Background: an optimization exercise with open tools, aiming at a short achievable clock period and few clock cycles per item. Do not read the settings as production practice. At most, simulation tests tie the RTL to the original design; equivalence was not proved. For runs 1 to 3, only the layout was checked, not whether the RTL still works. No activity file was given, so power comes from the tool's default toggle rates.

==> flow/design.v <==
package mbp_pkg;
	localparam int ByteW      = 8;
	localparam int WordW      = 64;
	localparam int NumWords   = 7;
	localparam int LenW       = 6;
	localparam int CfgIdxW    = 3;
	localparam int MaxPattern = 56;
	localparam logic [ByteW-1:0] CH_COLON = 8'h3A;
	localparam logic [ByteW-1:0] CH_LF    = 8'h0A;
	localparam logic [ByteW-1:0] CH_CR    = 8'h0D;
	localparam logic [ByteW-1:0] CH_SPACE = 8'h20;
	localparam logic [2:0] KIND_DATA  = 3'd0;
	localparam logic [2:0] KIND_NAME  = 3'd1;
	localparam logic [2:0] KIND_VALUE = 3'd2;
	localparam logic [2:0] KIND_EOL   = 3'd3;
	localparam logic [2:0] KIND_END   = 3'd4;
	localparam int EntW = 3 + ByteW + 1 + LenW + 1;
endpackage
module mbp_dpath #(
	parameter int Depth  = 32,
	parameter int Margin = 5
) (
	input  logic                             clk,
	input  logic                             arst_n,
	input  logic [mbp_pkg::MaxPattern*8-1:0] pat,
	input  logic                             ent_valid,
	input  logic [mbp_pkg::EntW-1:0]         ent,
	input  logic                             out_stall,
	output logic                             in_stall,
	output logic                             out_valid,
	output logic [2:0]                       kind,
	output logic [7:0]                       out_byte,
	output logic                             last
);
	localparam int NP = mbp_pkg::MaxPattern;
	localparam int EW = mbp_pkg::EntW;
	localparam int CW = $clog2(Depth + 1);
	logic [EW-1:0]    slot_q [Depth];
	logic [Depth-1:0] wp_q, rp_q;
	logic [CW-1:0]    cnt_q;
	logic             full_q;
	logic          ov_q;
	logic [2:0]    ok_q;
	logic [7:0]    ob_q;
	logic          ol_q;
	logic          act_q;       
	logic [NP-1:0] rep_oh_q;    
	logic [5:0]    left_q;      
	logic          lz_q;        
	logic [7:0]    tail_q;      
	logic [EW-1:0] head;
	logic [7:0]    p_rep;
	always_comb begin
		head = '0;
		for (int i = 0; i < Depth; i++) head = head | ({EW{rp_q[i]}} & slot_q[i]);
		p_rep = '0;
		for (int i = 1; i < NP; i++) p_rep = p_rep | ({8{rep_oh_q[i]}} & pat[i*8 +: 8]);
	end
	logic [2:0] h_kind;
	logic [7:0] h_byte;
	logic       h_rep;
	logic [5:0] h_rep_m1;
	logic       h_rep_one;
	assign {h_kind, h_byte, h_rep, h_rep_m1, h_rep_one} = head;
	logic nonempty, adv, pop, push;
	assign nonempty = (cnt_q != '0);
	assign adv      = !ov_q || !out_stall;
	assign pop      = adv && !act_q && nonempty;
	assign push     = ent_valid;
	always_ff @(posedge clk) begin
		for (int i = 0; i < Depth; i++)
			if (push && wp_q[i]) slot_q[i] <= ent;
	end
	always_ff @(posedge clk or negedge arst_n) begin
		if (!arst_n) begin
			wp_q   <= Depth'(1);
			rp_q   <= Depth'(1);
			cnt_q  <= '0;
			full_q <= 1'b0;
		end else begin
			if (push) wp_q <= {wp_q[Depth-2:0], wp_q[Depth-1]};
			if (pop)  rp_q <= {rp_q[Depth-2:0], rp_q[Depth-1]};
			if (push && !pop)      cnt_q <= cnt_q + CW'(1);
			else if (!push && pop) cnt_q <= cnt_q - CW'(1);
			full_q <= (cnt_q >= CW'(Depth - Margin));
		end
	end
	assign in_stall = full_q;
	always_ff @(posedge clk or negedge arst_n) begin
		if (!arst_n) begin
			ov_q  <= 1'b0;
			act_q <= 1'b0;
		end else if (adv) begin
			if (act_q) begin
				ov_q <= 1'b1;
				if (lz_q) act_q <= 1'b0;
			end else if (nonempty) begin
				ov_q  <= 1'b1;
				act_q <= h_rep;
			end else begin
				ov_q <= 1'b0;
			end
		end
	end
	always_ff @(posedge clk) begin
		if (adv) begin
			if (act_q) begin
				ok_q <= mbp_pkg::KIND_DATA;
				if (!lz_q) begin
					ob_q     <= p_rep;
					ol_q     <= 1'b0;
					rep_oh_q <= rep_oh_q << 1;
					left_q   <= left_q - 6'd1;
					lz_q     <= (left_q == 6'd1);
				end else begin
					ob_q <= tail_q;
					ol_q <= 1'b1;
				end
			end else if (h_rep) begin
				ok_q     <= mbp_pkg::KIND_DATA;
				ob_q     <= pat[7:0];
				ol_q     <= 1'b0;
				rep_oh_q <= NP'(2);
				left_q   <= h_rep_m1;
				lz_q     <= h_rep_one;
				tail_q   <= h_byte;
			end else begin
				ok_q <= h_kind;
				ob_q <= h_byte;
				ol_q <= 1'b1;
			end
		end
	end
	assign out_valid = ov_q;
	assign kind      = ok_q;
	assign out_byte  = ob_q;
	assign last      = ol_q;
endmodule
module mbp_ctrl (
	input  logic                            clk,
	input  logic                            arst_n,
	input  logic                            cfg_we,
	input  logic [mbp_pkg::CfgIdxW-1:0]     cfg_index,
	input  logic [mbp_pkg::WordW-1:0]       cfg_data,
	input  logic                            accept,
	input  logic [mbp_pkg::ByteW-1:0]       body_byte,
	output logic [mbp_pkg::MaxPattern*8-1:0] pat,
	output logic                            ent_valid,
	output logic [mbp_pkg::EntW-1:0]        ent
);
	localparam int NP = mbp_pkg::MaxPattern;
	logic                   cw_q;
	logic [2:0]             ci_q;
	logic [63:0]            cd_q;
	logic [NP*8-1:0]        pat_q;
	logic [NP-1:0]          len_oh_q;    
	logic                   restart;
	always_ff @(posedge clk or negedge arst_n) begin
		if (!arst_n) begin
			cw_q <= 1'b0;
		end else begin
			cw_q <= cfg_we;
		end
	end
	always_ff @(posedge clk) begin
		ci_q <= cfg_index;
		cd_q <= cfg_data;
	end
	logic [5:0] len_cl;
	always_comb begin
		len_cl = cd_q[5:0];
		if (len_cl < 6'd7)  len_cl = 6'd7;
		if (len_cl > 6'd56) len_cl = 6'd56;
	end
	always_ff @(posedge clk or negedge arst_n) begin
		if (!arst_n) begin
			pat_q     <= '0;
			len_oh_q  <= NP'(1) << 6;
		end else begin
			if (cw_q) begin
				if (ci_q == 3'd0) begin
					for (int j = 0; j < NP; j++) len_oh_q[j] <= (6'(j + 1) == len_cl);
				end else begin
					for (int w = 1; w < 8; w++)
						if (ci_q == 3'(w)) pat_q[(w-1)*64 +: 64] <= cd_q;
				end
			end
		end
	end
	assign pat     = pat_q;
	assign restart = cw_q && (ci_q == 3'd0);
	function automatic logic [7:0] pb(input int i);
		pb = pat_q[i*8 +: 8];
	endfunction
	logic       bv_q;
	logic [7:0] b_q;
	logic       b_colon_q, b_lf_q, b_cr_q, b_space_q;
	always_ff @(posedge clk or negedge arst_n) begin
		if (!arst_n) begin
			bv_q <= 1'b0;
		end else begin
			bv_q <= accept;
		end
	end
	always_ff @(posedge clk) begin
		b_q       <= body_byte;
		b_colon_q <= (body_byte == mbp_pkg::CH_COLON);
		b_lf_q    <= (body_byte == mbp_pkg::CH_LF);
		b_cr_q    <= (body_byte == mbp_pkg::CH_CR);
		b_space_q <= (body_byte == mbp_pkg::CH_SPACE);
	end
	localparam logic [3:0] PH_PRE = 4'b0001, PH_NAME = 4'b0010, PH_VALUE = 4'b0100, PH_DATA = 4'b1000;
	logic [3:0]    ph_q;
	logic          vs_q;
	logic [NP-1:0] m_oh_q;
	logic [5:0]    m_q;
	logic [7:0]    exp_q;      
	logic [7:0]    nxt_q;      
	logic          lst_q;      
	logic          nlst_q;     
	logic [7:0] p_m2;          
	logic       l_m2;          
	always_comb begin
		p_m2 = '0;
		l_m2 = 1'b0;
		for (int i = 0; i + 2 < NP; i++) begin
			p_m2 = p_m2 | ({8{m_oh_q[i]}} & pb(i + 2));
			l_m2 = l_m2 | (m_oh_q[i] & len_oh_q[i + 2]);
		end
	end
	logic hit;
	assign hit = (b_q == exp_q);
	logic          ev_d;
	logic [2:0]    ek_d;
	logic [7:0]    eb_d;
	logic          er_d;
	logic [3:0]    ph_d;
	logic          vs_d;
	logic          adv_m, clr_m;
	always_comb begin
		ev_d  = 1'b0;
		ek_d  = mbp_pkg::KIND_DATA;
		eb_d  = b_q;
		er_d  = 1'b0;
		ph_d  = ph_q;
		vs_d  = vs_q;
		adv_m = 1'b0;
		clr_m = 1'b0;
		if (bv_q) begin
			if (ph_q[0] || ph_q[3]) begin
				if (hit) begin
					if (lst_q) begin
						if (ph_q[3]) begin
							ev_d = 1'b1;
							ek_d = mbp_pkg::KIND_END;
							eb_d = 8'h00;
						end
						clr_m = 1'b1;
						vs_d  = 1'b0;
						ph_d  = PH_NAME;
					end else begin
						adv_m = 1'b1;
					end
				end else begin
					ev_d  = ph_q[3];
					er_d  = (m_q != 6'd0);
					clr_m = 1'b1;
				end
			end else if (ph_q[1]) begin
				if (b_colon_q) begin
					ph_d = PH_VALUE;
					vs_d = 1'b0;
				end else if (b_lf_q) begin
					ph_d = PH_DATA;
				end else if (!b_cr_q) begin
					ev_d = 1'b1;
					ek_d = mbp_pkg::KIND_NAME;
				end
			end else begin
				if (b_lf_q) begin
					ev_d = 1'b1;
					ek_d = mbp_pkg::KIND_EOL;
					eb_d = 8'h00;
					vs_d = 1'b0;
					ph_d = PH_NAME;
				end else if (b_cr_q || (b_space_q && !vs_q)) begin
				end else begin
					ev_d = 1'b1;
					ek_d = mbp_pkg::KIND_VALUE;
					vs_d = 1'b1;
				end
			end
		end
	end
	always_ff @(posedge clk or negedge arst_n) begin
		if (!arst_n) begin
			ph_q   <= PH_PRE;
			vs_q   <= 1'b0;
			m_oh_q <= NP'(1) << 2;
			m_q    <= 6'd2;
			exp_q  <= 8'h00;
			nxt_q  <= 8'h00;
			lst_q  <= 1'b0;
			nlst_q <= 1'b0;
		end else if (restart) begin
			ph_q   <= PH_PRE;
			vs_q   <= 1'b0;
			m_oh_q <= NP'(1) << 2;
			m_q    <= 6'd2;
			exp_q  <= pb(2);
			nxt_q  <= pb(3);
			lst_q  <= 1'b0;
			nlst_q <= 1'b0;
		end else begin
			ph_q <= ph_d;
			vs_q <= vs_d;
			if (adv_m) begin
				m_oh_q <= m_oh_q << 1;
				m_q    <= m_q + 6'd1;
				exp_q  <= nxt_q;
				nxt_q  <= p_m2;
				lst_q  <= nlst_q;
				nlst_q <= l_m2;
			end else if (clr_m) begin
				m_oh_q <= NP'(1);
				m_q    <= 6'd0;
				exp_q  <= pb(0);
				nxt_q  <= pb(1);
				lst_q  <= 1'b0;
				nlst_q <= 1'b0;
			end
		end
	end
	logic                    ev_q;
	logic [mbp_pkg::EntW-1:0] e_q;
	always_ff @(posedge clk or negedge arst_n) begin
		if (!arst_n) begin
			ev_q <= 1'b0;
		end else begin
			ev_q <= ev_d;
		end
	end
	always_ff @(posedge clk) begin
		e_q <= {ek_d, eb_d, er_d, 6'(m_q - 6'd1), (m_q == 6'd1)};
	end
	assign ent_valid = ev_q;
	assign ent       = e_q;
endmodule
module multipart_boundary_parser (
	input  logic                        clk,
	input  logic                        arst_n,
	input  logic                        cfg_we,
	input  logic [mbp_pkg::CfgIdxW-1:0] cfg_index,
	input  logic [mbp_pkg::WordW-1:0]   cfg_data,
	input  logic                        in_valid,
	output logic                        in_stall,
	input  logic [mbp_pkg::ByteW-1:0]   body_byte,
	output logic                        out_valid,
	input  logic                        out_stall,
	output logic [2:0]                  kind,
	output logic [mbp_pkg::ByteW-1:0]   out_byte,
	output logic                        last
);
	logic [mbp_pkg::MaxPattern*8-1:0] pat;
	logic                             ent_valid;
	logic [mbp_pkg::EntW-1:0]         ent;
	logic                             accept;
	assign accept = in_valid && !in_stall;
	mbp_ctrl u_ctrl (
		.clk       (clk),
		.arst_n    (arst_n),
		.cfg_we    (cfg_we),
		.cfg_index (cfg_index),
		.cfg_data  (cfg_data),
		.accept    (accept),
		.body_byte (body_byte),
		.pat       (pat),
		.ent_valid (ent_valid),
		.ent       (ent)
	);
	mbp_dpath u_dpath (
		.clk       (clk),
		.arst_n    (arst_n),
		.pat       (pat),
		.ent_valid (ent_valid),
		.ent       (ent),
		.out_stall (out_stall),
		.in_stall  (in_stall),
		.out_valid (out_valid),
		.kind      (kind),
		.out_byte  (out_byte),
		.last      (last)
	);
endmodule
==> flow/run.sh <==
#!/bin/bash
# synth_recipe.tcl (not shown) runs the flow's synth.tcl, then flattens the netlist and writes it again
# the make line also repeats each setting of config.mk as NAME=value (left out here)
make -C /OpenROAD-flow-scripts/flow DESIGN_CONFIG=/design/flow/config.mk WORK_HOME=/design/flow/orfs CLKGATE_MAP_FILE= SYNTH_SCRIPT=/design/flow/synth_recipe.tcl finish
==> flow/config.mk <==
export PLATFORM = sky130hd
export DESIGN_NAME = multipart_boundary_parser
export DESIGN_NICKNAME = multipart_boundary_parser
export VERILOG_FILES = /design/flow/design.v
export SDC_FILE = /design/flow/constraint.sdc
export NUM_CORES = 4
export LEC_CHECK = 0
export ABC_CLOCK_PERIOD_IN_PS = 2000
export CAP_MARGIN = 20
export CORE_MARGIN = 2
export CORE_UTILIZATION = 40
export SETUP_SLACK_MARGIN = 3.4
export SLEW_MARGIN = 20
==> flow/constraint.sdc <==
create_clock -name core_clock -period 5.5 [get_ports {clk}]
set_input_delay 1.1000 -clock core_clock [delete_from_list [all_inputs] [get_ports {clk}]]
set_output_delay 1.1000 -clock core_clock [all_outputs]
set_load 0.01 [all_outputs]
==> results of run 1 <==
power groups by stage:
stage,combinational [mW],sequential (mW),clock [mW]
finish,2.15,14.0,10.5
global route,2.29,14.1,11.1
CTS,2.06,13.9,10.6
detailed placement,1.81,14.1,0
global placement,1.78,14.1,0
floorplan,1.32,13.3,0
per-layer routing:
metal	track usage (%)	share of wire [%]	vias to the layer above
li1	-	-	15900
met1	42.7	37	21600
met2	47.3	42	3513
met3	12.2	13	1001
met4	17.2	6.8	22
met5	0.430	0.091	-
what timing repair did:
item	CTS	global route
gates resized for setup	410	130
pin swaps	78	93
cloned	16	7
hold endpoints to repair	0	0
buffers inserted	216	55
setup endpoints to repair	726	292
sequential cells by signal (all words and copies together), names as in the netlist, 3 cells and up:
name and flops:
u_dpath.cnt_q 6, u_dpath.left_q 6, u_ctrl.len_oh_q 54, u_dpath.rp_q 32
u_ctrl.nxt_q 8, u_dpath.rep_oh_q 55, u_ctrl.ph_q 3, u_dpath.slot_q 608
u_ctrl.e_q 19, u_ctrl.cd_q 64, u_dpath.tail_q 8, u_ctrl.ci_q 3
u_dpath.wp_q 32, u_ctrl.b_q 8, u_dpath.ok_q 3, u_dpath.ob_q 8
u_ctrl.pat_q 448, u_ctrl.m_oh_q 54, u_ctrl.exp_q 8, u_ctrl.m_q 6
layout make-up:
| type | count | area, sq um | area share, % |
|---|---|---|---|
| diodes | 6 | 15.0 | 0.0214 |
| clock buffers | 205 | 4240 | 6.03 |
| clock inverters | 79 | 887 | 1.26 |
| inverters | 12 | 55.1 | 0.0783 |
| multi-input cells | 2039 | 18000 | 25.6 |
| flip-flops and latches | 1448 | 39300 | 56.0 |
| well taps | 1890 | 2360 | 3.37 |
| repair buffers | 535 | 5420 | 7.72 |
cells by family after synthesis:
logic type                 synth area share, %
xor gates and xnor gates                 0.322
buffers and inverters                     2.08
adders and majority gates                0.276
muxes                                     10.4
and+or+nand+nor                           4.89
DFF                                       68.7
AOI/OAI and AO/OA                         13.3
Yosys cell counts (28+ instances only):
library cell	instances	area [sq um]
edfxtp_1	690	20700
dfrtp_1	654	16400
mux2_2	513	5780
a22oi_1	411	3090
clkbuf_1	240	901
a22o_1	232	2030
a221oi_1	173	1520
nand4_1	123	769
and2_1	106	663
dfxtp_1	98	1960
nand2_1	87	327
o21ai_0	77	385
nand3_1	52	260
a21oi_1	31	155
nor2_1	31	116
or4_1	28	210
metrics by stage:
step	hold slack, ns	util (%)	setup slack (ns)	std cells
floorplan	0.450	-	2.56	3770
global placement	0.463	42.8	1.78	5629
detailed placement	0.476	42.8	1.76	5630
CTS	0.300	48.8	2.84	6146
global route	0.328	49.6	2.84	6209
finish	0.312	49.6	2.85	6214
final timing paths:
check,startpoint,end,cells after the start
worst max-delay path,u_dpath.ob_q[1],out_byte[1],1
worst min-delay path,arst_n,u_ctrl.len_oh_q[13],1
worst max register to register,u_dpath.rep_oh_q[39],u_dpath.ob_q[4],7
worst min register to register,u_ctrl.len_oh_q[35],u_ctrl.len_oh_q[35],2
max in group asynchronous,arst_n,u_dpath.ov_q,2
min in group core_clock,u_ctrl.len_oh_q[35],u_ctrl.len_oh_q[35],2
==> run summary, run 1 <==
- Wire per inst: around 39 um
- Worst setup EP type: primary output
- Vias in the first global route: approximately 40000
- Reg2reg setup slack: roughly 3.0 ns
- Most common cell after layout, fill and taps aside: edfxtp_1
- EDFF count, synth: 690
- Cell variety after synth: 60
- Crit-path cells: buf_6
- Max Cap Viol: 0
- Synth Instances: 3770
- Leading cell types in the layout, fill and taps excluded: 690 x edfxtp_1, 594 x dfrtp_1, 513 x mux2_2
- Mean Syn Cell Area: approximately 15 sq um
- H-tree Lvls: 4
- Reg power frac: between 50% and 60%
- Rel. slew slack: 27.5%
- Final period util: between 40% and 50%
- Slew @ Worst Pin: between 1 and 1.5 ns
- Clock Power Share: 39.4%
- Slowest library cell on the worst path: edfxtp_1
- Final Max Slew Viols: 0
- Initial core utilization: about two fifths
- Comb pwr share: around 8%
- Gr usage total: 32.7%
- Post-DR vias/cell: between 6 and 7
- DPL Wire Length: 140000 um
- Sw Ratio: 26.5%
- Drt pass-1 iters: 9
- Min-delay worst type: in -> async
- CP Launch Type: flip-flop
- CTS Hold Bufs: 0
- Largest net degree at the start of global routing: around 130
- CTS buffer count: 153
- YS warnings: 3
- Worst Path Max Fanout: 1
- First-pass GRT wire length: approximately 330000 um
- Design area: roughly 70000 sq um
- DRT antenna net count: 0
- Placed Area: roughly 60000 sq um
- First DRT Iteration DRCs: 6761
- Total power: 26.7 mW
- Post-layout minimum cycle time: 2.65 ns
- CP bufs+invs: 1
- CTS tree: built
- # IOs: 94
- Final Setup Violations: 0
- Total grt overflow: 0
- P per Cell Area: approximately 380 nW/um^2
- Clock Latency Late Sink: 0.82 ns
- Die height: 382 um
- Final Skew: slightly below 0.06 ns
- Row count: 138
- Die width: 382 um
- Max rail drop VDD: approximately 0.00028 V
- Layout cells sized above 1: about a third
- Fillers: ~12000
- Seq cells post-synth: 1448
- CP required: approximately 4.4 ns
- Placer Congestion: just over 1
- CP Class: reg -> out
- Crit-path leading delay family: flip-flops
- Post-synth ARST share: 45.6%
- Most used flip-flop cell after synthesis: edfxtp_1
- Mapped cell area: between 50000 and 60000 sq um
- Net Sw Power: roughly 7.1 mW
- RSZ-0062 raised after global routing: yes
- Critical Path AT: about 1.6 ns
- Area grow syn2layout: 23.2%
- Clk root buf: clkbuf_16
- Fin. Hold Viols: 0
- Net count reported at finish: approximately 4300
- Fmax: 0.378 GHz
- Status: timing/DRC/antenna clean
- DR DRC count: 0
- Pleak: roughly 27 nW
- CTS Buffer Depth: 3
- Clock slew at the register clock pins of the worst setup and hold paths: 0.06 ns
- Initial antenna violation count: 15
- Clock sinks: ~1400
- CP peak stage delay: 0.53 ns
- Post-Syn Nets: between 3000 and 4000
- Setup TNS: 0 ns
- Int Pwr: around 20 mW
- Vias: 42100
- Port Buffers: 93
- Core area: 142000 sq um
- Post-Route WL: 243000 um
- Seq/Total Area, Yosys: between 60% and 70%
- Die Area: around 150000 sq um
==> run 2: changes to the inputs <==
--- a/flow/design.v
+++ b/flow/design.v
@@ -17,8 +17,7 @@
 	localparam int EntW = 3 + ByteW + 1 + LenW + 1;
 endpackage
 module mbp_dpath #(
-	parameter int Depth  = 32,
-	parameter int Margin = 5
+	parameter int Depth = 32
 ) (
 	input  logic                             clk,
 	input  logic                             arst_n,
@@ -82,7 +81,7 @@
 			if (pop)  rp_q <= {rp_q[Depth-2:0], rp_q[Depth-1]};
 			if (push && !pop)      cnt_q <= cnt_q + CW'(1);
 			else if (!push && pop) cnt_q <= cnt_q - CW'(1);
-			full_q <= (cnt_q >= CW'(Depth - Margin));
+			full_q <= (cnt_q >= CW'(Depth - 1)) || (push && (cnt_q >= CW'(Depth - 2)));
 		end
 	end
 	assign in_stall = full_q;
@@ -102,32 +101,34 @@
 			end
 		end
 	end
+	always_ff @(posedge clk or negedge arst_n) begin
+		if (!arst_n) begin
+			ok_q <= '0;
+			ob_q <= '0;
+			ol_q <= 1'b0;
+		end else if (adv) begin
+			if (act_q) begin
+				ok_q <= mbp_pkg::KIND_DATA;
+				ob_q <= lz_q ? tail_q : p_rep;
+				ol_q <= lz_q;
+			end else begin
+				ok_q <= h_rep ? mbp_pkg::KIND_DATA : h_kind;
+				ob_q <= h_rep ? pat[7:0] : h_byte;
+				ol_q <= !h_rep;
+			end
+		end
+	end
 	always_ff @(posedge clk) begin
 		if (adv) begin
 			if (act_q) begin
-				ok_q <= mbp_pkg::KIND_DATA;
-				if (!lz_q) begin
-					ob_q     <= p_rep;
-					ol_q     <= 1'b0;
-					rep_oh_q <= rep_oh_q << 1;
-					left_q   <= left_q - 6'd1;
-					lz_q     <= (left_q == 6'd1);
-				end else begin
-					ob_q <= tail_q;
-					ol_q <= 1'b1;
-				end
-			end else if (h_rep) begin
-				ok_q     <= mbp_pkg::KIND_DATA;
-				ob_q     <= pat[7:0];
-				ol_q     <= 1'b0;
+				rep_oh_q <= rep_oh_q << 1;
+				left_q   <= left_q - 6'd1;
+				lz_q     <= (left_q == 6'd1);
+			end else begin
 				rep_oh_q <= NP'(2);
 				left_q   <= h_rep_m1;
 				lz_q     <= h_rep_one;
 				tail_q   <= h_byte;
-			end else begin
-				ok_q <= h_kind;
-				ob_q <= h_byte;
-				ol_q <= 1'b1;
 			end
 		end
 	end
@@ -137,78 +138,45 @@
 	assign last      = ol_q;
 endmodule
 module mbp_ctrl (
-	input  logic                            clk,
-	input  logic                            arst_n,
-	input  logic                            cfg_we,
-	input  logic [mbp_pkg::CfgIdxW-1:0]     cfg_index,
-	input  logic [mbp_pkg::WordW-1:0]       cfg_data,
-	input  logic                            accept,
-	input  logic [mbp_pkg::ByteW-1:0]       body_byte,
+	input  logic                             clk,
+	input  logic                             arst_n,
+	input  logic                             cfg_we,
+	input  logic [mbp_pkg::CfgIdxW-1:0]      cfg_index,
+	input  logic [mbp_pkg::WordW-1:0]        cfg_data,
+	input  logic                             accept,
+	input  logic [mbp_pkg::ByteW-1:0]        body_byte,
 	output logic [mbp_pkg::MaxPattern*8-1:0] pat,
-	output logic                            ent_valid,
-	output logic [mbp_pkg::EntW-1:0]        ent
+	output logic                             ent_valid,
+	output logic [mbp_pkg::EntW-1:0]         ent
 );
 	localparam int NP = mbp_pkg::MaxPattern;
-	logic                   cw_q;
-	logic [2:0]             ci_q;
-	logic [63:0]            cd_q;
-	logic [NP*8-1:0]        pat_q;
-	logic [NP-1:0]          len_oh_q;    
-	logic                   restart;
-	always_ff @(posedge clk or negedge arst_n) begin
-		if (!arst_n) begin
-			cw_q <= 1'b0;
-		end else begin
-			cw_q <= cfg_we;
-		end
-	end
-	always_ff @(posedge clk) begin
-		ci_q <= cfg_index;
-		cd_q <= cfg_data;
-	end
+	logic [NP*8-1:0] pat_q;
+	logic [5:0]      lm3_q;      
+	logic            restart;
 	logic [5:0] len_cl;
 	always_comb begin
-		len_cl = cd_q[5:0];
+		len_cl = cfg_data[5:0];
 		if (len_cl < 6'd7)  len_cl = 6'd7;
 		if (len_cl > 6'd56) len_cl = 6'd56;
 	end
+	assign restart = cfg_we && (cfg_index == 3'd0);
 	always_ff @(posedge clk or negedge arst_n) begin
 		if (!arst_n) begin
-			pat_q     <= '0;
-			len_oh_q  <= NP'(1) << 6;
-		end else begin
-			if (cw_q) begin
-				if (ci_q == 3'd0) begin
-					for (int j = 0; j < NP; j++) len_oh_q[j] <= (6'(j + 1) == len_cl);
-				end else begin
-					for (int w = 1; w < 8; w++)
-						if (ci_q == 3'(w)) pat_q[(w-1)*64 +: 64] <= cd_q;
-				end
+			pat_q <= '0;
+			lm3_q <= 6'd4;
+		end else if (cfg_we) begin
+			if (cfg_index == 3'd0) begin
+				lm3_q <= len_cl - 6'd3;
+			end else begin
+				for (int w = 1; w < 8; w++)
+					if (cfg_index == 3'(w)) pat_q[(w-1)*64 +: 64] <= cfg_data;
 			end
 		end
 	end
-	assign pat     = pat_q;
-	assign restart = cw_q && (ci_q == 3'd0);
+	assign pat = pat_q;
 	function automatic logic [7:0] pb(input int i);
 		pb = pat_q[i*8 +: 8];
 	endfunction
-	logic       bv_q;
-	logic [7:0] b_q;
-	logic       b_colon_q, b_lf_q, b_cr_q, b_space_q;
-	always_ff @(posedge clk or negedge arst_n) begin
-		if (!arst_n) begin
-			bv_q <= 1'b0;
-		end else begin
-			bv_q <= accept;
-		end
-	end
-	always_ff @(posedge clk) begin
-		b_q       <= body_byte;
-		b_colon_q <= (body_byte == mbp_pkg::CH_COLON);
-		b_lf_q    <= (body_byte == mbp_pkg::CH_LF);
-		b_cr_q    <= (body_byte == mbp_pkg::CH_CR);
-		b_space_q <= (body_byte == mbp_pkg::CH_SPACE);
-	end
 	localparam logic [3:0] PH_PRE = 4'b0001, PH_NAME = 4'b0010, PH_VALUE = 4'b0100, PH_DATA = 4'b1000;
 	logic [3:0]    ph_q;
 	logic          vs_q;
@@ -219,17 +187,16 @@
 	logic          lst_q;      
 	logic          nlst_q;     
 	logic [7:0] p_m2;          
-	logic       l_m2;          
 	always_comb begin
 		p_m2 = '0;
-		l_m2 = 1'b0;
-		for (int i = 0; i + 2 < NP; i++) begin
-			p_m2 = p_m2 | ({8{m_oh_q[i]}} & pb(i + 2));
-			l_m2 = l_m2 | (m_oh_q[i] & len_oh_q[i + 2]);
-		end
+		for (int i = 0; i + 2 < NP; i++) p_m2 = p_m2 | ({8{m_oh_q[i]}} & pb(i + 2));
 	end
-	logic hit;
-	assign hit = (b_q == exp_q);
+	logic hit, b_colon, b_lf, b_cr, b_space;
+	assign hit     = (body_byte == exp_q);
+	assign b_colon = (body_byte == mbp_pkg::CH_COLON);
+	assign b_lf    = (body_byte == mbp_pkg::CH_LF);
+	assign b_cr    = (body_byte == mbp_pkg::CH_CR);
+	assign b_space = (body_byte == mbp_pkg::CH_SPACE);
 	logic          ev_d;
 	logic [2:0]    ek_d;
 	logic [7:0]    eb_d;
@@ -240,13 +207,13 @@
 	always_comb begin
 		ev_d  = 1'b0;
 		ek_d  = mbp_pkg::KIND_DATA;
-		eb_d  = b_q;
+		eb_d  = body_byte;
 		er_d  = 1'b0;
 		ph_d  = ph_q;
 		vs_d  = vs_q;
 		adv_m = 1'b0;
 		clr_m = 1'b0;
-		if (bv_q) begin
+		if (accept) begin
 			if (ph_q[0] || ph_q[3]) begin
 				if (hit) begin
 					if (lst_q) begin
@@ -267,23 +234,23 @@
 					clr_m = 1'b1;
 				end
 			end else if (ph_q[1]) begin
-				if (b_colon_q) begin
+				if (b_colon) begin
 					ph_d = PH_VALUE;
 					vs_d = 1'b0;
-				end else if (b_lf_q) begin
+				end else if (b_lf) begin
 					ph_d = PH_DATA;
-				end else if (!b_cr_q) begin
+				end else if (!b_cr) begin
 					ev_d = 1'b1;
 					ek_d = mbp_pkg::KIND_NAME;
 				end
 			end else begin
-				if (b_lf_q) begin
+				if (b_lf) begin
 					ev_d = 1'b1;
 					ek_d = mbp_pkg::KIND_EOL;
 					eb_d = 8'h00;
 					vs_d = 1'b0;
 					ph_d = PH_NAME;
-				end else if (b_cr_q || (b_space_q && !vs_q)) begin
+				end else if (b_cr || (b_space && !vs_q)) begin
 				end else begin
 					ev_d = 1'b1;
 					ek_d = mbp_pkg::KIND_VALUE;
@@ -320,7 +287,7 @@
 				exp_q  <= nxt_q;
 				nxt_q  <= p_m2;
 				lst_q  <= nlst_q;
-				nlst_q <= l_m2;
+				nlst_q <= (m_q == lm3_q);
 			end else if (clr_m) begin
 				m_oh_q <= NP'(1);
 				m_q    <= 6'd0;
@@ -331,7 +298,7 @@
 			end
 		end
 	end
-	logic                    ev_q;
+	logic                     ev_q;
 	logic [mbp_pkg::EntW-1:0] e_q;
 	always_ff @(posedge clk or negedge arst_n) begin
 		if (!arst_n) begin
==> run summary, run 2 <==
- CTS tree: built
- CTS Hold Bufs: 0 (unchanged)
- DR DRC count: 0 (unchanged)
- Mapped cell area: 53600 sq um (-6.0%)
- Synth area leader: edfxtp_1
- CP startpoint: u_dpath.ob_q[4]
- Drt pass-1 iters: 10 (+1)
- Post-DR vias/cell: 6.83 (+0.97%)
- Seq/Total Area, Yosys: 67.7% (-1.0 points)
- Die width: 370 um (-3.0%)
- DRT antenna net count: 0 (unchanged)
- CP peak stage delay: 0.56 ns (+0.03 ns)
- Clock slew at the register clock pins of the worst setup and hold paths: 0.06 ns (about the same)
- Largest Register: u_dpath.slot_q
- Final period util: 48.1% (-0.11 points)
- Die height: 370 um (-3.0%)
- Setup TNS: 0 ns (unchanged)
- Pleak: 25.5 nW (-4.7%)
- Clock sinks: 1319 (-8.9%)
- Die Area: 137000 sq um (-5.9%)
- Fin. Hold Viols: 0 (unchanged)
- Port Buffers: 93 (unchanged)
- Gr usage total: 34.5% (+1.8 points)
- Worst Path Max Fanout: 2 (+1)
- # IOs: 94 (unchanged)
- Largest net degree at the start of global routing: 115 (-10%)
- Vias in the first global route: 38100 (-3.8%)
- Layout cells sized above 1: 36.7% (+2.5 points)
- Synth top area share: 38.0% (+1.7 points)
- Most used flip-flop cell after synthesis: edfxtp_1
- Most common cell after layout, fill and taps aside: edfxtp_1
- CP required: 4.40 ns (about the same)
- Final Skew: 0.120 ns (+0.0615 ns)
- First-pass GRT wire length: 323000 um (-2.0%)
- Multi-input logic area: 18000 sq um (+0.19%)
- Mean Syn Cell Area: 15.2 sq um (+0.32%)
- Total grt overflow: 0 (unchanged)
- Crit-path cells: buf_6
- CTS Buffer Depth: 3 (unchanged)
- Post-synth ARST share: 47.2% (+1.6 points)
- YS warnings: 3 (unchanged)
- Cell variety after synth: 64 (+6.7%)
- Commonest cells in the synthesized netlist: 678 x edfxtp_1, 616 x dfrtp_1, 513 x mux2_2, 502 x a22oi_1, 184 x clkbuf_1
- Max rail drop VDD: 0.000385 V (+35%)
- DPL Wire Length: 139000 um (-0.42%)
- Fmax: 0.378 GHz (+0.22%)
- Post-layout minimum cycle time: 2.64 ns (-0.00594 ns)
- Most instantiated library cell after synthesis: edfxtp_1
- Area grow syn2layout: 25.5%
- CP Class: reg -> out
- Largest register FFs: 608 (unchanged)
- First DRT Iteration DRCs: 6611 (-2.2%)
- Final Setup Violations: 0 (unchanged)
- Ranking of synthesized cells by area: edfxtp_1 38%, dfrtp_1 29%, mux2_2 11%
- Final Max Slew Viols: 0 (unchanged)
- Net count reported at finish: 4055 (-5.3%)
- Hold slack: 0.301 ns (-0.0110 ns)
- Post-Route WL: 240000 um (-1.5%)
- Min-delay worst type: in -> async
- Initial antenna violation count: 19 (+4)
- Vias: 40000 (-4.8%)
- Slew @ Worst Pin: 1.07 ns (-0.0103 ns)
- Slowest library cell on the worst path: dfrtp_2
- Row count: 134 (-2.9%)
- Crit-path leading delay family: flip-flops
- RSZ-0062 raised after global routing: yes
- Clock Latency Late Sink: 0.85 ns (+0.03 ns)
- Seq cells post-synth: 1319 (-8.9%)
- CTS buffer count: 142 (-7.2%)
- Worst setup EP type: primary output
- Initial core utilization: 40.2% (-0.066 points)
- Max Cap Viol: 0 (unchanged)
- Fillers: 11200 (-6.3%)
- H-tree Lvls: 4 (unchanged)
- Rel. slew slack: 28.3% (+0.74 points)
- Wire per inst: 40.9 um (+4.5%)
- Sequential cell area: 36500 sq um (-7.3%)
- CP Launch Type: flip-flop
- Synth Instances: 3532 (-6.3%)
- Biggest regs: u_dpath.slot_q (608), u_ctrl.pat_q (448), u_dpath.rep_oh_q (55)
- Core area: 133000 sq um (-5.9%)
- P per Cell Area: 387 nW/um^2 (+1.9%)
- Placer Congestion: 1.01 (-0.51%)
- Critical Path AT: 1.54 ns (about the same)
- EDFF count, synth: 678 (-1.7%)
- Clk root buf: clkbuf_16
- Status: timing/DRC/antenna clean
- RR Startpoint: u_dpath.rep_oh_q[9]
- Post-Syn Nets: 3625 (-6.1%)
- CP bufs+invs: 1 (unchanged)
- Leading cell types in the layout, fill and taps excluded: 678 x edfxtp_1, 548 x dfrtp_1, 447 x a22oi_1
[run 2: cell types whose count changed after synthesis, moves of 15 or more]
cell	change
and2_1	-15
a22oi_1	+91
o21ai_0	-55
a221oi_1	-65
dfrtp_1	-38
clkbuf_1	-56
a22o_1	-64
dfxtp_1	-79
buf_2	+51
nand2_1	-42
[run 2: metrics by stage]
stage	area, sq um	util, %	cells	setup WS, ns	power (mW)
floorplan	55000	-	3532	1.51	14.2
finish	67200	50.5	5860	2.86	26.1
global placement	57700	43.3	5263	1.72	15.7
detailed placement	57700	43.3	5264	1.68	15.7
global route	67200	50.4	5850	2.84	26.7
CTS	66000	49.6	5788	2.89	25.8
[run 2: where the power goes]
part | total [mW] | leakage, nW | internal, mW | switching (mW)
logic | 3.15 | 9.46 | 1.64 | 1.51
clock network | 9.82 | 2.31 | 5.57 | 4.25
registers | 13.1 | 13.7 | 11.5 | 1.54
total | 26.1 | 25.5 | 18.7 | 7.31
[run 2: final cells by class]
class | instances | share of cell area, %
Clock inverter | 70 | 1.43
Sequential cell | 1319 | 54.2
Multi-Input combinational cell | 1928 | 26.8
Antenna cell | 10 | 0.0372
Timing Repair Buffer | 555 | 8.43
Clock buffer | 194 | 5.72
Inverter | 16 | 0.108
Tap cell | 1768 | 3.29
[run 2: path summary, 6_finish.rpt]
path                                endpoint  slack, ns  cells after the start
hold / removal             u_ctrl.pat_q[439]       0.30                      1
setup reg to reg             u_dpath.ob_q[0]       3.05                      8
min in group core_clock      u_ctrl.lm3_q[2]       0.47                      2
max in group asynchronous        u_ctrl.ev_q       3.84                      2
hold reg to reg              u_ctrl.lm3_q[2]       0.47                      2
setup / recovery                 out_byte[4]       2.86                      1
[run 2: timing repair]
action,in CTS,in global routing
resized for setup,391,156
endpoints found under the setup margin,1048,146
gates cloned,8,2
buffers inserted,252,60
pin swaps,70,82
[run 2: routing by layer]
metal / part of all wire, % / global-route usage, %
met5: 0.058 / 0
met4: 7.3 / 20.2
met3: 14 / 12.8
met2: 41 / 48.7
met1: 38 / 45.3
[run 2: kinds of logic (layout without fill, tap and decap cells)]
logic type / after synthesis / in the layout / share of synthesized area, %
flip-flops: 1319 / 1319 / 67.7
XOR/XNOR: 26 / 26 / 0.425
AND/OR/NAND/NOR: 447 / 453 / 4.87
other: 0 / 10 / 0
multiplexers: 529 / 529 / 11.1
AO/OA/AOI/OAI: 907 / 907 / 13.2
buffers and inverters: 291 / 835 / 2.34
adder cells (fa/ha/maj): 13 / 13 / 0.317
==> run 3: changes to the inputs <==
--- a/flow/design.v
+++ b/flow/design.v
@@ -17,7 +17,7 @@
 	localparam int EntW = 3 + ByteW + 1 + LenW + 1;
 endpackage
 module mbp_dpath #(
-	parameter int Depth = 32
+	parameter int Depth = 16
 ) (
 	input  logic                             clk,
 	input  logic                             arst_n,
@@ -33,10 +33,9 @@
 );
 	localparam int NP = mbp_pkg::MaxPattern;
 	localparam int EW = mbp_pkg::EntW;
-	localparam int CW = $clog2(Depth + 1);
 	logic [EW-1:0]    slot_q [Depth];
 	logic [Depth-1:0] wp_q, rp_q;
-	logic [CW-1:0]    cnt_q;
+	logic [Depth-1:0] occ_q;     
 	logic             full_q;
 	logic          ov_q;
 	logic [2:0]    ok_q;
@@ -44,16 +43,17 @@
 	logic          ol_q;
 	logic          act_q;       
 	logic [NP-1:0] rep_oh_q;    
+	logic [7:0]    pr_q;        
 	logic [5:0]    left_q;      
 	logic          lz_q;        
 	logic [7:0]    tail_q;      
 	logic [EW-1:0] head;
-	logic [7:0]    p_rep;
+	logic [7:0]    p_rep1;      
 	always_comb begin
 		head = '0;
 		for (int i = 0; i < Depth; i++) head = head | ({EW{rp_q[i]}} & slot_q[i]);
-		p_rep = '0;
-		for (int i = 1; i < NP; i++) p_rep = p_rep | ({8{rep_oh_q[i]}} & pat[i*8 +: 8]);
+		p_rep1 = '0;
+		for (int i = 1; i + 1 < NP; i++) p_rep1 = p_rep1 | ({8{rep_oh_q[i]}} & pat[(i+1)*8 +: 8]);
 	end
 	logic [2:0] h_kind;
 	logic [7:0] h_byte;
@@ -62,7 +62,7 @@
 	logic       h_rep_one;
 	assign {h_kind, h_byte, h_rep, h_rep_m1, h_rep_one} = head;
 	logic nonempty, adv, pop, push;
-	assign nonempty = (cnt_q != '0);
+	assign nonempty = occ_q[0];
 	assign adv      = !ov_q || !out_stall;
 	assign pop      = adv && !act_q && nonempty;
 	assign push     = ent_valid;
@@ -74,14 +74,14 @@
 		if (!arst_n) begin
 			wp_q   <= Depth'(1);
 			rp_q   <= Depth'(1);
-			cnt_q  <= '0;
+			occ_q  <= '0;
 			full_q <= 1'b0;
 		end else begin
 			if (push) wp_q <= {wp_q[Depth-2:0], wp_q[Depth-1]};
 			if (pop)  rp_q <= {rp_q[Depth-2:0], rp_q[Depth-1]};
-			if (push && !pop)      cnt_q <= cnt_q + CW'(1);
-			else if (!push && pop) cnt_q <= cnt_q - CW'(1);
-			full_q <= (cnt_q >= CW'(Depth - 1)) || (push && (cnt_q >= CW'(Depth - 2)));
+			if (push && !pop)      occ_q <= {occ_q[Depth-2:0], 1'b1};
+			else if (!push && pop) occ_q <= {1'b0, occ_q[Depth-1:1]};
+			full_q <= occ_q[Depth-2] || (push && occ_q[Depth-3]);
 		end
 	end
 	assign in_stall = full_q;
@@ -109,7 +109,7 @@
 		end else if (adv) begin
 			if (act_q) begin
 				ok_q <= mbp_pkg::KIND_DATA;
-				ob_q <= lz_q ? tail_q : p_rep;
+				ob_q <= lz_q ? tail_q : pr_q;
 				ol_q <= lz_q;
 			end else begin
 				ok_q <= h_rep ? mbp_pkg::KIND_DATA : h_kind;
@@ -122,10 +122,12 @@
 		if (adv) begin
 			if (act_q) begin
 				rep_oh_q <= rep_oh_q << 1;
+				pr_q     <= p_rep1;
 				left_q   <= left_q - 6'd1;
 				lz_q     <= (left_q == 6'd1);
 			end else begin
 				rep_oh_q <= NP'(2);
+				pr_q     <= pat[15:8];
 				left_q   <= h_rep_m1;
 				lz_q     <= h_rep_one;
 				tail_q   <= h_byte;
@@ -180,19 +182,55 @@
 	localparam logic [3:0] PH_PRE = 4'b0001, PH_NAME = 4'b0010, PH_VALUE = 4'b0100, PH_DATA = 4'b1000;
 	logic [3:0]    ph_q;
 	logic          vs_q;
+	logic          adv_q;      
+	logic          clr_q;      
 	logic [NP-1:0] m_oh_q;
 	logic [5:0]    m_q;
-	logic [7:0]    exp_q;      
-	logic [7:0]    nxt_q;      
-	logic          lst_q;      
-	logic          nlst_q;     
-	logic [7:0] p_m2;          
+	logic [7:0]    pe_q;       
+	logic [7:0]    pa_q;       
+	logic          le_q;       
+	logic          la_q;       
+	logic [NP-1:0] m_oh;
+	logic [5:0]    m_cur;
+	logic [7:0]    exp_b;      
+	logic          lst;        
 	always_comb begin
-		p_m2 = '0;
-		for (int i = 0; i + 2 < NP; i++) p_m2 = p_m2 | ({8{m_oh_q[i]}} & pb(i + 2));
+		if (adv_q) begin
+			m_oh  = m_oh_q << 1;
+			m_cur = m_q + 6'd1;
+			exp_b = pa_q;
+			lst   = la_q;
+		end else if (clr_q) begin
+			m_oh  = NP'(1);
+			m_cur = 6'd0;
+			exp_b = pb(0);
+			lst   = 1'b0;
+		end else begin
+			m_oh  = m_oh_q;
+			m_cur = m_q;
+			exp_b = pe_q;
+			lst   = le_q;
+		end
+	end
+	logic [7:0] p_q2;          
+	logic [7:0] p_nx;          
+	logic       l_nx;          
+	always_comb begin
+		p_q2 = '0;
+		for (int i = 0; i + 2 < NP; i++) p_q2 = p_q2 | ({8{m_oh_q[i]}} & pb(i + 2));
+		if (adv_q) begin
+			p_nx = p_q2;
+			l_nx = (m_q == lm3_q);
+		end else if (clr_q) begin
+			p_nx = pb(1);
+			l_nx = 1'b0;
+		end else begin
+			p_nx = pa_q;
+			l_nx = la_q;
+		end
 	end
 	logic hit, b_colon, b_lf, b_cr, b_space;
-	assign hit     = (body_byte == exp_q);
+	assign hit     = (body_byte == exp_b);
 	assign b_colon = (body_byte == mbp_pkg::CH_COLON);
 	assign b_lf    = (body_byte == mbp_pkg::CH_LF);
 	assign b_cr    = (body_byte == mbp_pkg::CH_CR);
@@ -216,7 +254,7 @@
 		if (accept) begin
 			if (ph_q[0] || ph_q[3]) begin
 				if (hit) begin
-					if (lst_q) begin
+					if (lst) begin
 						if (ph_q[3]) begin
 							ev_d = 1'b1;
 							ek_d = mbp_pkg::KIND_END;
@@ -230,7 +268,7 @@
 					end
 				end else begin
 					ev_d  = ph_q[3];
-					er_d  = (m_q != 6'd0);
+					er_d  = (m_cur != 6'd0);
 					clr_m = 1'b1;
 				end
 			end else if (ph_q[1]) begin
@@ -263,39 +301,36 @@
 		if (!arst_n) begin
 			ph_q   <= PH_PRE;
 			vs_q   <= 1'b0;
+			adv_q  <= 1'b0;
+			clr_q  <= 1'b0;
 			m_oh_q <= NP'(1) << 2;
 			m_q    <= 6'd2;
-			exp_q  <= 8'h00;
-			nxt_q  <= 8'h00;
-			lst_q  <= 1'b0;
-			nlst_q <= 1'b0;
+			pe_q   <= 8'h00;
+			pa_q   <= 8'h00;
+			le_q   <= 1'b0;
+			la_q   <= 1'b0;
 		end else if (restart) begin
 			ph_q   <= PH_PRE;
 			vs_q   <= 1'b0;
+			adv_q  <= 1'b0;
+			clr_q  <= 1'b0;
 			m_oh_q <= NP'(1) << 2;
 			m_q    <= 6'd2;
-			exp_q  <= pb(2);
-			nxt_q  <= pb(3);
-			lst_q  <= 1'b0;
-			nlst_q <= 1'b0;
+			pe_q   <= pb(2);
+			pa_q   <= pb(3);
+			le_q   <= 1'b0;
+			la_q   <= 1'b0;
 		end else begin
-			ph_q <= ph_d;
-			vs_q <= vs_d;
-			if (adv_m) begin
-				m_oh_q <= m_oh_q << 1;
-				m_q    <= m_q + 6'd1;
-				exp_q  <= nxt_q;
-				nxt_q  <= p_m2;
-				lst_q  <= nlst_q;
-				nlst_q <= (m_q == lm3_q);
-			end else if (clr_m) begin
-				m_oh_q <= NP'(1);
-				m_q    <= 6'd0;
-				exp_q  <= pb(0);
-				nxt_q  <= pb(1);
-				lst_q  <= 1'b0;
-				nlst_q <= 1'b0;
-			end
+			ph_q   <= ph_d;
+			vs_q   <= vs_d;
+			adv_q  <= adv_m;
+			clr_q  <= clr_m;
+			m_oh_q <= m_oh;
+			m_q    <= m_cur;
+			pe_q   <= exp_b;
+			pa_q   <= p_nx;
+			le_q   <= lst;
+			la_q   <= l_nx;
 		end
 	end
 	logic                     ev_q;
@@ -308,7 +343,7 @@
 		end
 	end
 	always_ff @(posedge clk) begin
-		e_q <= {ek_d, eb_d, er_d, 6'(m_q - 6'd1), (m_q == 6'd1)};
+		e_q <= {ek_d, eb_d, er_d, 6'(m_cur - 6'd1), (m_cur == 6'd1)};
 	end
 	assign ent_valid = ev_q;
 	assign ent       = e_q;
--- a/flow/config.mk
+++ b/flow/config.mk
@@ -8,6 +8,6 @@
 export ABC_CLOCK_PERIOD_IN_PS = 2000
 export CAP_MARGIN = 20
 export CORE_MARGIN = 2
-export CORE_UTILIZATION = 40
+export CORE_UTILIZATION = 50
 export SETUP_SLACK_MARGIN = 3.4
 export SLEW_MARGIN = 20
==> run summary, run 3 <==
- Finished Layout Cells: 4508 (-23%)
- CP Class: reg -> out
- Most common cell after layout, fill and taps aside: dfrtp_1
- Clock slew at the register clock pins of the worst setup and hold paths: 0.06 ns (about the same)
- Status: timing/DRC/antenna clean
- Vias: 32700 (-18%)
- Initial antenna violation count: 14 (-5)
- Max rail drop VDD: 0.000267 V (-31%)
- Clock sinks: 1002 (-24%)
- Setup TNS: 0 ns (unchanged)
- Pleak: 21.0 nW (-17%)
- Worst Path Max Fanout: 2 (unchanged)
- Clk root buf: clkbuf_16
- RR Endpoint: u_dpath.ob_q[5]
- CP startpoint: u_dpath.full_q
- RR Startpoint: u_dpath.rp_q[1]
- CP required: 4.40 ns (about the same)
- Synth top area share: 35.1% (-2.8 points)
- Busiest layer in global routing: met2
- Crit-path cells: buf_2
- YS warnings: 3 (unchanged)
- Post-synth ARST share: 60.1% (+13 points)
- CP bufs+invs: 1 (unchanged)
- Post-layout minimum cycle time: 2.37 ns (-0.271 ns)
- Post-DR vias/cell: 7.26 (+6.3%)
- Fin util: 62.7% (+12 points)
- Largest net degree at the start of global routing: 115 (unchanged)
- Reg2reg setup slack: 3.18 ns (+0.13 ns)
- Commonest cells in the synthesized netlist: 596 x dfrtp_1, 491 x mux2_2, 381 x edfxtp_1, 236 x a22o_1, 219 x clkbuf_1
- Design area: 52600 sq um (-22%)
- First-pass GRT wire length: 256000 um (-21%)
- Slowest library cell on the worst path: dfrtp_1
- P per Cell Area: 387 nW/um^2 (about the same)
- Die width: 295 um (-20%)
- H-tree Lvls: 3 (-1)
- Hold slack: 0.420 ns (+0.119 ns)
- Post-Route WL: 188000 um (-22%)
- Total grt overflow: 0 (unchanged)
- Leading cell types in the layout, fill and taps excluded: 558 x dfrtp_1, 381 x edfxtp_1, 277 x mux2_2
- EDFF count, synth: 381 (-44%)
- Mean Syn Cell Area: 14.1 sq um (-7.0%)
- Core area: 83800 sq um (-37%)
- Mapped cell area: 42400 sq um (-21%)
- Final Max Slew Viols: 0 (unchanged)
- Post-Syn Nets: 3093 (-15%)
- Area grow syn2layout: 23.9%
- Placer Congestion: 1.03 (+2.2%)
- Largest register FFs: 448 (-26%)
- Drt pass-1 iters: 15 (+5)
- CTS buffer count: 102 (-28%)
- DRT antenna net count: 0 (unchanged)
- Net count reported at finish: 3361 (-17%)
- Cell count after placement: 4088 (-22%)
- Initial core utilization: 50.6% (+10 points)
- DPL Wire Length: 109000 um (-21%)
- Die height: 295 um (-20%)
- Clock Latency Late Sink: 0.71 ns (-0.14 ns)
- # IOs: 94 (unchanged)
- Fmax: 0.422 GHz (+11%)
- Critical Path AT: 1.27 ns (-0.27 ns)
- Fillers: 6330 (-43%)
- Worst setup EP type: primary output
- Most used flip-flop cell after synthesis: dfrtp_1
- Row count: 106 (-21%)
- Biggest regs: u_ctrl.pat_q (448), u_dpath.slot_q (304)
- Synth Instances: 3006 (-15%)
- Met2 global-route usage: 63.9% (+15 points)
- DR DRC count: 0 (unchanged)
- CTS tree: built
- Most instantiated library cell after synthesis: dfrtp_1
- Worst R2R Path Depth: 8 (unchanged)
- Min-delay worst type: in -> async
- Vias in the first global route: 31500 (-17%)
- Layout cells sized above 1: 34.9% (-1.9 points)
- Slew @ Worst Pin: 0.926 ns (-0.149 ns)
- Synth area leader: dfrtp_1
- Max Cap Viol: 0 (unchanged)
- Global routing usage on met1: 51.6% (+6.4 points)
- RSZ-0062 raised after global routing: yes
- Die Area: 87200 sq um (-36%)
- Placed Area: 45700 sq um (-21%)
- Final period util: 43.1% (-4.9 points)
- Port Buffers: 93 (unchanged)
- Rel. slew slack: 38.1% (+9.8 points)
- CP peak stage delay: 0.41 ns (-0.15 ns)
- Wire per inst: 41.8 um (+2.0%)
- Fin. Hold Viols: 0 (unchanged)
- Ranking of synthesized cells by area: dfrtp_1 35%, edfxtp_1 27%, mux2_2 13%
- Seq cells post-synth: 1002 (-24%)
- CTS Buffer Depth: 3 (unchanged)
- Largest Register: u_ctrl.pat_q
- Crit-path leading delay family: flip-flops
- First DRT Iteration DRCs: 5350 (-19%)
- Gr usage total: 42.9% (+8.4 points)
- Seq/Total Area, Yosys: 63.4% (-4.4 points)
- Cell variety after synth: 60 (-6.3%)
- Final Skew: 0.0332 ns (-0.0866 ns)
- Final Setup Violations: 0 (unchanged)
- Met3 Use GR: 16.9% (+4.1 points)
- CP Launch Type: flip-flop
## run 3: final cells by class
cell class,count,area [sq um],share of cell area (%)
Antenna cell,10,25.0,0.0476
Clock buffer,134,2850,5.43
Clock inverter,60,876,1.67
Inverter,15,77.6,0.147
Multi-Input combinational cell,1740,16100,30.6
Sequential cell,1002,27000,51.3
Tap cell,1134,1420,2.70
Timing Repair Buffer,412,4280,8.14
Timing Repair inverter,1,5.00,0.00952
## run 3: where the power goes
group	total (mW)	internal [mW]	switching (mW)	leakage, nW
registers	9.84	8.67	1.17	11.2
logic	2.87	1.42	1.45	8.06
clock network	7.65	4.54	3.11	1.83
## run 3: per-layer routing
metal	up-vias	wire length [um]	share of wire, %
met1	16600	65700	35
met2	2674	80800	43
met3	995	23900	13
li1	12400	-	-
met4	30	17200	9.1
met5	-	666	0.35
## run 3: logic make-up after synthesis
logic type | synth area share (%)
AO/OA/AOI/OAI | 14.4
buffers and inverters | 2.44
AND/OR/NAND/NOR | 5.42
flip-flops | 63.4
multiplexers | 13.7
XOR/XNOR | 0.392
adder cells (fa/ha/maj) | 0.206
## run 3: how the worst max path moves through the flow
| stage | endpoint | depth (start not counted) | slack, ns |
|---|---|---|---|
| floorplan | u_dpath.occ_q[11] | 10 | 2.84 |
| global placement | u_ctrl.m_oh_q[38] | 5 | 2.00 |
| detailed placement | u_ctrl.m_oh_q[38] | 5 | 1.90 |
| CTS | in_stall | 1 | 3.11 |
| global route | in_stall | 1 | 3.10 |
| finish | in_stall | 1 | 3.13 |
## run 3: worst register-to-register path, cell delays in order, from the launching register on
cell      delay, ns
dfrtp_2        0.44
buf_6          0.12
a22o_1         0.21
a221oi_2       0.22
and4_4         0.35
buf_12         0.16
mux2_4         0.30
o211ai_1       0.31
nand2_1        0.09
## run 3: what timing repair did
item / in CTS / in global routing
pin swaps: 44 / 46
endpoints found under the setup margin: 890 / 172
gates resized for setup: 226 / 106
gates cloned: 6 / 3
hold buffers: 0 / 0
setup buffers: 159 / 48
## run 3: stage by stage
step / total power [mW] / setup slack, ns
final: 20.4 / 3.13
after global routing: 20.8 / 3.10
after CTS: 20.1 / 3.11
after detailed placement: 12.3 / 1.90
after global placement: 12.2 / 2.00
after floorplan: 11.0 / 2.84
==> run 4: changes to the inputs <==
--- a/flow/design.v
+++ b/flow/design.v
@@ -17,7 +17,7 @@
 	localparam int EntW = 3 + ByteW + 1 + LenW + 1;
 endpackage
 module mbp_dpath #(
-	parameter int Depth = 16
+	parameter int Depth = 32
 ) (
 	input  logic                             clk,
 	input  logic                             arst_n,
==> run summary, run 4 <==
- Area grow syn2layout: 24.4%
- Vias: 41500 (+27%)
- Synth area leader: edfxtp_1
- DRT antenna net count: 0 (unchanged)
- Worst setup EP type: primary output
- Fmax: 0.405 GHz (-3.9%)
- CP Class: reg -> out
- Setup TNS: 0 ns (unchanged)
- Final period util: 44.9% (+1.8 points)
- Seq cells post-synth: 1354 (+35%)
- Wire per inst: 43.5 um (+4.3%)
- Most used flip-flop cell after synthesis: edfxtp_1
- CP required: 4.40 ns (about the same)
- Clock Latency Late Sink: 0.78 ns (+0.07 ns)
- Reg2reg setup slack: 3.08 ns (-0.10 ns)
- Mapped cell area: 55100 sq um (+30%)
- Rel. slew slack: 28.6% (-9.5 points)
- Seq/Total Area, Yosys: 67.5% (+4.1 points)
- CTS buffer count: 142 (+39%)
- Finished Layout Cells: 5726 (+27%)
- P per Cell Area: 375 nW/um^2 (-3.1%)
- CP bufs+invs: 1 (unchanged)
- Placed Area: 59000 sq um (+29%)
- Clock slew at the register clock pins of the worst setup and hold paths: 0.07 ns (about the same)
- Pleak: 26.5 nW (+26%)
- Post-synth ARST share: 48.0% (-12 points)
- Slew @ Worst Pin: 1.07 ns (+0.143 ns)
- Die width: 336 um (+14%)
- Post-Syn Nets: 3775 (+22%)
- Post-Route WL: 249000 um (+32%)
- Commonest cells in the synthesized netlist: 685 x edfxtp_1, 644 x dfrtp_1, 517 x mux2_2, 347 x a22oi_1, 248 x clkbuf_1
- Worst Path Max Fanout: 2 (unchanged)
- Critical Path AT: 1.37 ns (+0.10 ns)
- Slowest library cell on the worst path: dfrtp_2
- CP startpoint: u_dpath.ok_q[1]
- Largest Register: u_dpath.slot_q
- First-pass GRT wire length: 336000 um (+31%)
- Initial core utilization: 50.5% (-0.10 points)
- Mean Syn Cell Area: 15.0 sq um (+5.9%)
- Crit-path cells: buf_6
- Fillers: 7967 (+26%)
- Clk root buf: clkbuf_16
- Biggest regs: u_dpath.slot_q (608), u_ctrl.pat_q (448)
- Cell variety after synth: 67 (+12%)
- Fin. Hold Viols: 0 (unchanged)
- Core area: 109000 sq um (+30%)
- RSZ-0062 raised after global routing: yes
- Die height: 336 um (+14%)
- Final Max Slew Viols: 0 (unchanged)
- Design area: 68600 sq um (+30%)
- Total power: 25.8 mW (+26%)
- RR Startpoint: u_ctrl.clr_q
- Status: timing/DRC/antenna clean
- Crit-path leading delay family: flip-flops
- DR DRC count: 0 (unchanged)
- Ranking of synthesized cells by area: edfxtp_1 37%, dfrtp_1 29%, mux2_2 11%
- H-tree Lvls: 4 (+1)
- Gr usage total: 44.1% (+1.2 points)
- Net count reported at finish: 4206 (+25%)
- Largest net degree at the start of global routing: 137 (+19%)
- CTS tree: built
- Post-layout minimum cycle time: 2.47 ns (+0.0973 ns)
- Final Skew: 0.0347 ns (+0.00147 ns)
- Placer Congestion: 1.01 (-2.7%)
- Leading cell types in the layout, fill and taps excluded: 685 x edfxtp_1, 569 x dfrtp_1, 355 x buf_4
- CTS Buffer Depth: 3 (unchanged)
- YS warnings: 3 (unchanged)
- Row count: 121 (+14%)
- Drt pass-1 iters: 10 (-5)
- Final worst setup slack: 3.03 ns (-0.0973 ns)
- Synth top area share: 37.3% (+2.2 points)
- Most instantiated library cell after synthesis: edfxtp_1
- Synth Instances: 3688 (+23%)
- Final Setup Violations: 0 (unchanged)
- Layout cells sized above 1: 35.3% (+0.44 points)
- Max Cap Viol: 0 (unchanged)
- Post-DR vias/cell: 7.25 (-0.10%)
- DPL Wire Length: 142000 um (+30%)
- Die Area: 113000 sq um (+30%)
- Clock sinks: 1354 (+35%)
- Most common cell after layout, fill and taps aside: edfxtp_1
- Max rail drop VDD: 0.000298 V (+11%)
- First DRT Iteration DRCs: 6658 (+24%)
- Worst R2R Path Depth: 6 (-2)
- Initial antenna violation count: 23 (+9)
- Dpl ws: 1.25 ns (-0.656 ns)
- Cell count after placement: 5112 (+25%)
- CP peak stage delay: 0.47 ns (+0.06 ns)
- Largest register FFs: 608 (+36%)
- EDFF count, synth: 685 (+80%)
- Port Buffers: 93 (unchanged)
- CTS Hold Bufs: 0 (unchanged)
- CP Launch Type: flip-flop
- Min-delay worst type: in -> async
- Vias in the first global route: 39800 (+26%)
- Total grt overflow: 0 (unchanged)
- RR Endpoint: u_ctrl.e_q[18]
- # IOs: 94 (unchanged)
[run 4: cell types whose count changed after synthesis, moves of 15 or more]
| cell | previous run | this run |
|---|---|---|
| nand4_1 | 86 | 133 |
| a21oi_1 | 29 | 52 |
| dfrtp_1 | 596 | 644 |
| o21ai_0 | 50 | 71 |
| mux2i_1 | 24 | 48 |
| nand2_1 | 111 | 91 |
| buf_2 | 19 | 34 |
| clkbuf_1 | 219 | 248 |
| edfxtp_1 | 381 | 685 |
| mux2_2 | 491 | 517 |
| a22oi_1 | 192 | 347 |
[run 4: where the power goes]
group | switching (mW) | internal (mW)
Sequential | 1.26 | 11.6
Clock | 4.14 | 5.85
Combinational | 1.50 | 1.45
Total | 6.91 | 18.8
[run 4: cell families (layout without fill, tap and decap cells)]
kind of cell,after synthesis,after routing,synth area share (%)
buffers and inverters,309,853,2.20
xor gates and xnor gates,19,19,0.302
DFF,1354,1354,67.5
other,0,16,0
adders and majority gates,7,7,0.159
and+or+nand+nor,479,481,4.84
muxes,567,567,11.5
AOI/OAI and AO/OA,953,953,13.5
[run 4: routing by layer]
| metal | GRT usage [%] | share of wire, % | wire (um) |
|---|---|---|---|
| met1 | 51.9 | 34 | 83900 |
| met2 | 67.3 | 45 | 111000 |
| met3 | 14.1 | 12 | 29900 |
| met4 | 34.1 | 9.6 | 24000 |
| met5 | 0 | 0.069 | 172 |
[run 4: what timing repair did]
| action | in CTS | in global routing |
|---|---|---|
| gates resized for setup | 295 | 161 |
| pin swaps | 36 | 57 |
| gates cloned | 10 | 1 |
| endpoints found under the hold margin | 0 | 0 |
| setup buffers | 242 | 86 |
| endpoints found under the setup margin | 1346 | 364 |
[run 4: worst max-delay path by stage]
stage	cells after the start	slack, ns	endpoint
after detailed placement	9	1.25	u_dpath.occ_q[29]
after global placement	9	1.39	u_dpath.occ_q[30]
after CTS	1	3.00	kind[1]
after floorplan	12	1.63	u_dpath.occ_q[10]
final	1	3.03	kind[1]
after global routing	1	3.02	kind[1]
[run 4: area by class of cell]
type | instances | area (sq um) | area share (%)
Multi-Input combinational cell | 2027 | 18600 | 27.0
Antenna cell | 16 | 40.0 | 0.0583
Clock inverter | 59 | 746 | 1.09
Sequential cell | 1354 | 37400 | 54.5
Inverter | 14 | 67.6 | 0.0985
Tap cell | 1476 | 1850 | 2.69
Timing Repair Buffer | 580 | 5870 | 8.56
Clock buffer | 200 | 4090 | 5.96
[run 4: stage by stage]
stage	util, %	hold WS, ns
floorplan	-	0.458
global placement	54.0	0.479
detailed placement	54.1	0.489
CTS	61.6	0.371
global route	62.8	0.400
finish	62.9	0.383
Testbench counts of run 4, summed over its fixed seeds: cycles 43,173, bytes 41,712.

-- port drivers added, routing unchanged --
Ports are ideal in the flow. The routed layouts listed here were re-timed in OpenROAD. Step 1 sets driving cells, clkbuf_16 on the clock port and buf_2 on the other inputs (assumed; they add their load-dependent delay and slew). Step 2 times the ports against the registers' clock, not the clock port: input delays grow and output delays shrink by t, the midpoint of the rising clock arrivals with the driver on. Three values: no drivers, after step 1, after step 2; two values: the first two.
run	t, ns	setup slack, ns	hold slack, ns	worst slew at a driven data input, ns	pins driven straight from the clock port
run 1	0.873	2.851 / 2.775 / 2.426	0.312 / 0.289 / 0.489	0.07	1
run 2	0.878	2.857 / 2.774 / 2.335	0.301 / 0.291 / 0.474	0.14	1
run 3	0.768	3.128 / 3.058 / 2.556	0.420 / 0.398 / 0.467	0.19	1
run 4	0.833	3.031 / 2.955 / 2.350	0.383 / 0.363 / 0.506	0.16	1
After both steps every run listed still meets setup and hold. The setup slack of run 4, which loses most, moves by -0.076 ns with the drivers and by -0.681 ns with both steps.
